This design comes from an exercise in tuning for small area on the open sky130 flow, not from production work. In this exercise RTL edits were held to simulation tests only and were not proved equivalent to the original. Power figures rest on the tool's default switching activity, not on a simulated workload.

### flow/run.sh
#!/bin/bash
# synth_recipe.tcl (not shown) runs the flow's synth.tcl, then flattens the netlist and writes it again
# the make line also repeats each setting of config.mk as NAME=value (left out here)
make -C /OpenROAD-flow-scripts/flow DESIGN_CONFIG=/design/flow/config.mk WORK_HOME=/design/flow/orfs CLKGATE_MAP_FILE= SYNTH_SCRIPT=/design/flow/synth_recipe.tcl finish
### flow/config.mk
export PLATFORM = sky130hd
export DESIGN_NAME = register_file_ab
export DESIGN_NICKNAME = register_file_ab
export VERILOG_FILES = /design/flow/design.v
export SDC_FILE = /design/flow/constraint.sdc
export NUM_CORES = 4
export LEC_CHECK = 0
export CAP_MARGIN = 20
export CORE_MARGIN = 2
export CORE_UTILIZATION = 40
export SLEW_MARGIN = 20
export SYNTH_HIERARCHICAL = 1
### flow/constraint.sdc
create_clock -name core_clock -period 7.0 [get_ports {Clk}]
set_input_delay 1.4000 -clock core_clock [delete_from_list [all_inputs] [get_ports {Clk}]]
set_output_delay 1.4000 -clock core_clock [all_outputs]
set_load 0.01 [all_outputs]
### flow/design.v
`default_nettype none
module register_file_ab #(
    parameter int DATA_W   = 32,
    parameter int NUM_REGS = 32
) (
    input  logic              Clk,
    input  logic              Reset,
    input  logic [4:0]        Register_A_Sel,
    input  logic [4:0]        Register_B_Sel,
    input  logic [4:0]        Write_Sel,
    input  logic [DATA_W-1:0] Write_Data,
    input  logic              RF_Load,
    input  logic              RF_Double,
    output logic [DATA_W-1:0] Port_A,
    output logic [DATA_W-1:0] Port_B,
    output logic              RF_Busy,
    output logic              RF_Misaligned
);
    logic                r_busy;           
    logic [3:0]          r_pair;           
    logic                r_misaligned;
    logic                w_we;             
    logic [4:0]          w_waddr;          
    logic [DATA_W-1:0]   w_wdata;          
    logic [DATA_W-1:0]   r_regs [1:NUM_REGS-1];
    logic [DATA_W-1:0]   w_next [1:NUM_REGS-1];
    always_ff @(posedge Clk) begin
        if (Reset) begin
            r_busy       <= 1'b0;
            r_pair       <= '0;
            r_misaligned <= 1'b0;
        end else begin
            r_busy <= ~r_busy & RF_Load & RF_Double;
            if (~r_busy & RF_Load & RF_Double) begin
                r_pair       <= Write_Sel[4:1];
                r_misaligned <= Write_Sel[0];
            end
        end
    end
    assign RF_Busy       = r_busy;
    assign RF_Misaligned = r_misaligned;
    assign w_we    = ~Reset & (r_busy | RF_Load);
    assign w_waddr = r_busy    ? {r_pair, 1'b1} :
                     RF_Double ? {Write_Sel[4:1], 1'b0} : Write_Sel;
    assign w_wdata = Reset ? '0 : Write_Data;
    logic [7:0] w_lh_n;                    
    logic [3:0] w_ll_n;                    
    for (genvar k = 0; k < 8; k++) begin : g_wpre_h
        assign w_lh_n[k] = ~(Reset | (w_we & (w_waddr[4:2] == 3'(k))));
    end
    for (genvar j = 0; j < 4; j++) begin : g_wpre_l
        assign w_ll_n[j] = ~(Reset | (w_waddr[1:0] == 2'(j)));
    end
    logic w_fwd_a, w_fwd_b;
    assign w_fwd_a = w_we & (w_waddr == Register_A_Sel) & (Register_A_Sel != 5'd0);
    assign w_fwd_b = w_we & (w_waddr == Register_B_Sel) & (Register_B_Sel != 5'd0);
    logic [7:0] w_ah_n, w_bh_n;
    logic [3:0] w_al_n, w_bl_n;
    for (genvar k = 0; k < 8; k++) begin : g_rpre_h
        assign w_ah_n[k] = ~((Register_A_Sel[4:2] == 3'(k)) & ~w_fwd_a);
        assign w_bh_n[k] = ~((Register_B_Sel[4:2] == 3'(k)) & ~w_fwd_b);
    end
    for (genvar j = 0; j < 4; j++) begin : g_rpre_l
        assign w_al_n[j] = ~(Register_A_Sel[1:0] == 2'(j));
        assign w_bl_n[j] = ~(Register_B_Sel[1:0] == 2'(j));
    end
    logic [NUM_REGS-1:0] w_sel_a, w_sel_b;    
    logic [DATA_W-1:0]   w_col   [0:NUM_REGS-1];
    for (genvar i = 1; i < NUM_REGS; i++) begin : g_reg
        logic w_load, w_hold;
        rf_nor2 u_load (.a(w_lh_n[i/4]), .b(w_ll_n[i%4]), .y(w_load));
        rf_inv  u_hold (.a(w_load), .y(w_hold));
        rf_nor2 u_sa   (.a(w_ah_n[i/4]), .b(w_al_n[i%4]), .y(w_sel_a[i]));
        rf_nor2 u_sb   (.a(w_bh_n[i/4]), .b(w_bl_n[i%4]), .y(w_sel_b[i]));
        for (genvar b = 0; b < DATA_W; b++) begin : g_bit
            rf_hold u_nx (.l(w_load), .h(w_hold), .d(w_wdata[b]),
                          .q(r_regs[i][b]), .y(w_next[i][b]));
        end
        always_ff @(posedge Clk) begin
            r_regs[i] <= w_next[i];
        end
        assign w_col[i] = r_regs[i];
    end
    assign w_col[0]   = Write_Data;
    assign w_sel_a[0] = w_fwd_a;
    assign w_sel_b[0] = w_fwd_b;
    for (genvar b = 0; b < DATA_W; b++) begin : g_rbit
        logic [NUM_REGS-1:0] w_d;
        for (genvar i = 0; i < NUM_REGS; i++) begin : g_d
            assign w_d[i] = w_col[i][b];
        end
        rf_read_bit u_a (.s(w_sel_a), .d(w_d), .y(Port_A[b]));
        rf_read_bit u_b (.s(w_sel_b), .d(w_d), .y(Port_B[b]));
    end
endmodule
module rf_read_bit (
    input  wire [31:0] s,
    input  wire [31:0] d,
    output wire        y
);
    wire [11:0] n;
    for (genvar k = 0; k < 10; k++) begin : g_aoi
        rf_aoi222 u (.s(s[3*k +: 3]), .d(d[3*k +: 3]), .y(n[k]));
    end
    rf_nand2 u_n30 (.a(s[30]), .b(d[30]), .y(n[10]));
    rf_nand2 u_n31 (.a(s[31]), .b(d[31]), .y(n[11]));
    assign y = ~&n;
endmodule
module rf_aoi222 (
    input  wire [2:0] s,
    input  wire [2:0] d,
    output wire       y
);
    assign y = ~|(s & d);
endmodule
module rf_nand2 (
    input  wire a,
    input  wire b,
    output wire y
);
    assign y = ~(a & b);
endmodule
module rf_nor2 (
    input  wire a,
    input  wire b,
    output wire y
);
    assign y = ~(a | b);
endmodule
module rf_inv (
    input  wire a,
    output wire y
);
    assign y = ~a;
endmodule
module rf_hold (
    input  wire l,
    input  wire h,
    input  wire d,
    input  wire q,
    output wire y
);
    assign y = (l & d) | (h & q);
endmodule
`default_nettype wire
==> notes.md, run 1 <==
outcome=finished with violations; Fail Reasons=setup timing; Num CTS Buffers=105; clk latency of the worst-skew pair=700 ps; crit end category=output pin; Port Buffers=116; vias in the first global route=35600; fmax=143 MHz; minimum clock period=7000 ps; PnR worst setup slack=-2.67 ps; Post-CTS Hold Buffers=0; via density per instance=7.73; Required @ worst endpoint=5600 ps; clk sink count=998; Warnings, synthesis=12; Setup-failing EPs final=3; post-CTS repair timing setup buffer count=0; largest net degree at the start of global routing=37; cell count after synthesis=3285; clock skew=26.3 ps; top cell type's share of synthesized area=51.8%; Critical Path Source Type=primary input; period utilization=100%; DRT antenna net count=0; Setup Crit Path Kind=in2out; Initial Utilization=40.5%; layout cell share with drive strength beyond 1=14.1%; Hold Vio Cnt, Final=0; Leak=18.2 nW; Worst EP arrival=5600 ps; drt drc=0; post-place setup slack=-62.7 ps; Seq/Total Area, Yosys=51.8%; Total GRT Usage=34.5%; Core ar.=95300 sq um; floorplan row count=113; vias post-DR=39100; GR Overflow Total=0; post-synth top area cell=dfxtp_1; hold slack=493 ps; syn_area_per_cell=11.7 sq um; CP Max Fanout=16; VDD IR max=0.210 mV; initial antenna violation count=3; Rel. slew slack=11.7%; Die X=315 microns; Seq cells post-synth=998; clock-pin transition on the worst setup and hold timing paths=60 ps; DRT iter0 DRCs=9419; Max Buffers Root-to-Sink=3; Ports=117; Final #Nets=3754; global-route wire length before repair=255000 microns; root buf cell=clkbuf_16; pwr dens=313 nW/um^2; max-cap violations=0; htree depth=3; DP Wirelength=106000 microns; Mapped Nets=3336; wire length per cell after detailed routing=35.9 microns; GP Congestion=0.961; Die H=315 microns; Mapped Area=38600 sq um; Synth area leaders=dfxtp_1 (52%), a22o_1 (23%), a222oi_1 (17%); Total Power=15.0 mW; die area=98900 sq um; prevailing post-synth register cell=dfxtp_1; Max Slew Vio Count=0; RSZ-0062 raised after global routing=yes; Initial DRT Pass Iterations=13; Async SR Flop Fraction=0%; setup_tns=-5.39 ps; slew at the pin with the worst max-slew slack=1320 ps; Hold WC Path Type=reg2reg; Synth cell types=33; Filler cells=8475; area delta synth->final=24.1%; Post-synth EDFFs=0; CTS tree=built; routed wire length=182000 microns
-- state kept, by name (all words and copies together) (netlist names) --
| name | flops |
|---|---|
| r_pair | 4 |
| r_misaligned | 1 |
| r_busy | 1 |
| r_regs | 992 |
-- routing by layer --
metal	global-route usage, %	vias to the layer above	part of all wire (%)
li1	-	16000	-
met1	48.6	19000	39
met2	47.6	3590	40
met3	9.51	584	15
met4	17.8	2	6.1
met5	0.484	-	0.052
-- critical path: stages --
cell and delay, ps:
clkdlybuf4s50_1 420, or2_2 340, o311ai_0 340, a211o_2 320
o2111ai_2 260, buf_4 280, nor2_2 1020, a222oi_1 360
nand4_1 180, or3_1 140, clkdlybuf4s50_1 540
-- repair_timing --
item	CTS	global route
cloned	0	8
endpoints found under the setup margin	8	46
pin swaps	0	15
resized for setup	2	18
-- per-stage QoR --
stage,utilization [%],std cells,instance area (sq um)
global placement,45.8,4839,43600
floorplan,-,3285,38600
finish,50.2,5060,47900
CTS,49.7,5036,47400
detailed placement,45.8,4840,43600
global route,50.2,5057,47900
-- modules after synthesis (local to each module, per instance) --
module            times used  cell area (sq um)  cells inside  flip-flops and latches
register_file_ab           1              20900          1145                     998
rf_read_bit               64               25.0             4                       0
rf_aoi222                640               10.0             1                       0
rf_hold                  992               8.76             1                       0
rf_inv                    31               3.75             1                       0
rf_nand2                 128               3.75             1                       0
rf_nor2                   93               3.75             1                       0
-- final cells by class --
type	instances	area [sq um]	share of cell area [%]
sequential	998	20000	41.7
multi-input combinational	2245	19400	40.5
clock buffer	157	3180	6.65
timing repair buffer	317	3030	6.33
tap	1265	1580	3.31
clock inverter	39	568	1.19
inverter	36	135	0.282
antenna	3	7.51	0.0157
-- cells in the final DEF, fill, tap and decap left out, types with 5 or more instances in the layout --
master,instances
buf_4,178
nor2b_4,13
clkbuf_8,34
inv_1,35
xnor2_1,7
clkinv_2,20
or3_1,62
buf_12,11
bufinv_16,11
a222oi_1,640
nor2b_2,21
a22o_1,992
clkbuf_1,17
nor2_1,16
a21oi_1,9
o2111ai_1,11
clkdlybuf4s50_1,114
clkbuf_16,106
nand2b_1,5
nand4_1,192
buf_16,11
nor2_4,97
dfxtp_1,998
mux2i_1,6
nor2_2,6
nand2_1,132
nor3_1,5
-- logic make-up (layout without fill, tap and decap cells) --
kind of cell / Yosys count / after routing / synth area share [%]
AOI/OAI and AO/OA: 1666 / 1666 / 39.8
xor gates and xnor gates: 8 / 8 / 0.182
and+or+nand+nor: 553 / 561 / 7.39
DFF: 998 / 998 / 51.8
buffers and inverters: 50 / 549 / 0.551
muxes: 10 / 10 / 0.328
other: 0 / 3 / 0
-- synthesized netlist by cell type, types with 7 or more instances --
cell type  instances
dfxtp_1          998
a22o_1           992
a222oi_1         640
nand4_1          192
nand2_1          132
nor2_1           111
or3_1             65
inv_1             36
nor2b_1           36
o2111ai_1         12
a21oi_1           10
clkbuf_1           7
mux2i_1            7
xnor2_1            7
-- power breakdown --
part / internal, mW / switching, mW
Sequential: 6.39 / 0.561
Combinational: 0.837 / 1.18
Clock: 3.56 / 2.46
Total: 10.8 / 4.21
-- path summary, 6_finish.rpt --
check	start	to	slack (ps)	cells past startpoint
max	Register_A_Sel[0]	Port_A[30]	-3	11
min	r_regs[1][1]$_DFF_P_	r_regs[1][1]$_DFF_P_	490	1
max reg2reg	r_busy$_SDFF_PP0_	r_regs[6][22]$_DFF_P_	2690	8
min reg2reg	r_regs[1][1]$_DFF_P_	r_regs[1][1]$_DFF_P_	490	1
==> run 2: changes to the inputs <==
==> flow/flow/run.sh (new file) <==
#!/bin/bash
# Standard ORFS layout with a leaner clock tree (mid-size clock buffers,
# larger sink clusters, no dummy balancing loads) and minimum-size port
# buffers. Everything else is the standard flow (standard.sh).
set -euo pipefail
CTS="-sink_clustering_enable -repair_clock_nets -dont_use_dummy_load"
CTS="$CTS -buf_list sky130_fd_sc_hd__clkbuf_8 -sink_clustering_size 18 -sink_clustering_max_diameter 50"
bash standard.sh finish \
  "CTS_ARGS=$CTS" \
  "BUFFER_PORTS_ARGS=-buffer_cell sky130_fd_sc_hd__buf_1" \
  > standard.log 2>&1
==> flow/standard.sh (new file) <==
#!/bin/bash
# synth_recipe.tcl (not shown) runs the flow's synth.tcl, then flattens the netlist and writes it again
# the make line also repeats each setting of config.mk as NAME=value (left out here)
make -C /OpenROAD-flow-scripts/flow DESIGN_CONFIG=/design/flow/config.mk WORK_HOME=/design/flow/orfs CLKGATE_MAP_FILE= SYNTH_SCRIPT=/design/flow/synth_recipe.tcl "${@:-finish}"
removed: flow/run.sh
==> run 2 against run 1 <==
Compared with the run above:
- now clean on timing, DRC and antenna
- clock skew is 48 ps higher
- design area decreased by 7.9%
- critical path depth rose by 1
- first-iteration DRC count about the same
- sequential share of layout area rose by 3.6 points
- combinational power decreased by 8%
- synthesized cell count did not move
==> notes.md, run 2 <==
outcome=no timing/DRC/antenna violations; fmax=147 MHz (+3.0%); cell count after synthesis=3285 (unchanged); vias in the first global route=34900 (-2.0%); flop2flop setup slack=2960 ps (+270 ps); Post-CTS Hold Buffers=0 (unchanged); pwr dens=273 nW/um^2 (-13%); initial antenna violation count=3 (unchanged); Synth cell types=33 (unchanged); commonest non-fill, non-tap cells in the layout=dfxtp_1 (998), a22o_1 (992), a222oi_1 (640); FF-to-FF path depth=8 (unchanged); Setup-failing EPs final=0 (-3); Max Buffers Root-to-Sink=3 (unchanged); crit-path max cell delay=520 ps (-500 ps); root buf cell=clkbuf_8; CTS tree=built; Crit-path slowest cell=or3_1; Final #Nets=3696 (-1.5%); Most flops, register=r_regs; Synth area leaders=dfxtp_1 (52%), a22o_1 (23%), a222oi_1 (17%); max-cap violations=0 (unchanged); syn_area_per_cell=11.7 sq um (unchanged); clock-pin transition on the worst setup and hold timing paths=60 ps (about the same); Reg-to-Reg End=r_regs[22][17]$_DFF_P_; Seq cells post-synth=998 (unchanged); slew at the pin with the worst max-slew slack=1250 ps (-76.3 ps); crit end category=output pin; worst reg2reg startpoint=r_busy$_SDFF_PP0_; Mapped Nets=3336 (unchanged); Hold Path Cell Cnt=1 (unchanged); Total Power=12.0 mW (-20%); Initial DRT Pass Iterations=14 (+1); setup_tns=0 ps (+5.39 ps); wire length per cell after detailed routing=35.5 microns (-1.1%); Setup Crit Path Kind=in2out; Seq/Total Area, Yosys=51.8% (unchanged); Hold WC Path Type=reg2reg; CP Max Fanout=18 (+2); CP Cell Sequence=buf_1 -> nor4_1 -> nor4b_1 -> o2111ai_2 -> o21ai_0 -> buf_4 -> nor2_4 -> buf_4 -> a222oi_1 -> nand4_1 -> or3_1 -> buf_1; Filler cells=8919 (+5.2%); floorplan row count=113 (unchanged); max reg flops=992 (unchanged); crit path buf inv count=4 (+1); DP Wirelength=106000 microns (+0.47%); Post-synth EDFFs=0 (unchanged); global-route wire length before repair=249000 microns (-2.2%); area delta synth->final=14.2%; clk latency of the worst-skew pair=800 ps (+100 ps); footprint of the multi-input gates=19200 sq um (-0.72%); RSZ-0062 raised after global routing=no; drt drc=0 (unchanged); Ports=117 (unchanged); Num CTS Buffers=99 (-5.7%); Die X=315 microns (unchanged); Async SR Flop Fraction=0% (unchanged); Total GRT Usage=33.6% (-0.82 points); GR Overflow Total=0 (unchanged); VDD IR max=0.191 mV (-9.0%); clk sink count=998 (unchanged); CP delay by family, top=simple AND/OR/NAND/NOR gates; routed wire length=175000 microns (-4.0%); minimum clock period=6800 ps (-204 ps); Warnings, synthesis=12 (unchanged); top post-synthesis cells by count=dfxtp_1 (998), a22o_1 (992), a222oi_1 (640); Die H=315 microns (unchanged); Layout Cells excl Fill=4912 (-2.9%); Core ar.=95300 sq um (unchanged); register area=20000 sq um (unchanged); HP Start=r_regs[4][22]$_DFF_P_; prevailing post-synth register cell=dfxtp_1; top cell type's share of synthesized area=51.8% (unchanged); GP Congestion=0.954 (-0.75%); Worst EP arrival=5400 ps (-200 ps); Max Slew Vio Count=0 (unchanged); commonest non-fill, non-tap cell in the layout=dfxtp_1; htree depth=3 (unchanged); Port Buffers=116 (unchanged); PostCTS Resize Cnt=0 (-2); DRT antenna net count=0 (unchanged); DRT iter0 DRCs=9411 (-0.085%); Initial Utilization=40.5% (unchanged); Rel. slew slack=16.7% (+5.0 points); via density per instance=7.80 (+0.84%); placed cells=4803 (-0.76%); Worst Hold Endpoint=r_regs[4][22]$_DFF_P_; top-count cell post-synth=dfxtp_1; period utilization=97.1% (-2.9 points); Top Registers=r_regs x992, r_pair x4; Mapped Area=38600 sq um (unchanged); layout cell share with drive strength beyond 1=10.8% (-3.3 points); Required @ worst endpoint=5600 ps (about the same); post-CTS repair timing setup buffer count=0 (unchanged); post-synth top area cell=dfxtp_1; clock skew=74.8 ps (+48.5 ps); largest net degree at the start of global routing=35 (-5.4%); Critical Path Source Type=primary input; die area=98900 sq um (unchanged); Hold Vio Cnt, Final=0 (unchanged); vias post-DR=38300 (-2.1%); Leak=16.5 nW (-9.5%)
==> run 2: per-layer routing <==
| metal | global-route usage, % | routed length, microns | share of wire [%] | vias to the layer above |
|---|---|---|---|---|
| met4 | 16.4 | 9810 | 5.6 | 2 |
| met1 | 47.9 | 68500 | 39 | 18700 |
| met3 | 8.02 | 25800 | 15 | 472 |
| met2 | 47.4 | 70400 | 40 | 3439 |
| li1 | - | - | - | 15700 |
| met5 | 0.193 | 13 | 0.0074 | - |
==> run 2: cell type report <==
cell class                 count  share of cell area (%)
sequential                   998                    45.3
clock buffer                  99                    3.09
inverter                      36                   0.307
timing repair buffer         273                    4.01
tap                         1265                    3.59
multi-input combinational   2237                    43.6
antenna                        4                  0.0227
==> run 2: through the flow <==
stage / worst slack [ps] / util (%) / instance area [sq um] / hold slack [ps]
after floorplan: 1480 / - / 38600 / 460
after global placement: 420 / 44.6 / 42500 / 472
after detailed placement: 388 / 44.6 / 42500 / 476
after CTS: 376 / 46.1 / 43900 / 496
after global routing: 102 / 46.2 / 44100 / 510
final: 201 / 46.3 / 44100 / 497
==> run 2: logic make-up after synthesis <==
logic type / count (synthesis) / share of synthesized area (%)
muxes: 10 / 0.328
AOI/OAI and AO/OA: 1666 / 39.8
buffers and inverters: 50 / 0.551
and+or+nand+nor: 553 / 7.39
xor gates and xnor gates: 8 / 0.182
DFF: 998 / 51.8
==> run 2: Yosys stat by module, one instance, submodules excluded <==
module / cell area, sq um / cells inside / flip-flops and latches
register_file_ab: 20900 / 1145 / 998
rf_aoi222: 10.0 / 1 / 0
rf_hold: 8.76 / 1 / 0
rf_inv: 3.75 / 1 / 0
rf_nand2: 3.75 / 1 / 0
rf_nor2: 3.75 / 1 / 0
rf_read_bit: 25.0 / 4 / 0
==> run 2: worst max-delay path by stage <==
stage                      start         end  slack, ps  cells after the start
2_1_floorplan  Register_A_Sel[0]   Port_A[0]       1480                      9
3_3_place_gp   Register_B_Sel[2]   Port_B[7]        420                     12
3_5_place_dp   Register_B_Sel[2]   Port_B[7]        390                     12
4_1_cts        Register_B_Sel[2]   Port_B[7]        380                     12
5_1_grt        Register_B_Sel[2]  Port_B[17]        100                     12
6_report       Register_B_Sel[2]   Port_B[0]        200                     12
==> run 2: where the power goes <==
part           switching (mW)  leakage [nW]  total [mW]  internal (mW)
logic                    1.15          7.51        1.86          0.713
clock network            1.96         0.712        3.21           1.25
registers               0.558          8.29        6.94           6.38
==> run 2: worst register-to-register path, cell delays in order (launching register included) <==
cell and delay (ps):
dfxtp_1 800, mux2_2 460, and2_1 180, a21oi_1 910, nor2_4 0, buf_4 340, inv_1 650, buf_4 430
a22o_1 200

==> static timing again, ports no longer ideal <==
In the flow no input, the clock included, has a driving cell. The finished layouts below were timed again as built, in two steps. Step 1 assumes that a clkbuf_16 drives the clock port and a buf_2 every other input. Step 2 times the ports against the registers' clock, not the clock port: input delays grow and output delays shrink by t, the midpoint of the rising clock arrivals with the driver on. Three values: no drivers, after step 1, after step 2; two values: the first two.
| run | t, ns | slack for setup (ns) | worst data-port slew with drivers (ns) | pins driven straight from the clock port |
|---|---|---|---|---|
| run 1 | 0.752 | -0.003 / -0.033 / -0.033 | 0.05 | 1 |
| run 2 | 0.831 | 0.201 / 0.174 / 0.174 | 0.08 | 1 |
The setup slack of run 1, which loses most, moves by -0.030 ns with the drivers and by -0.030 ns with both steps.
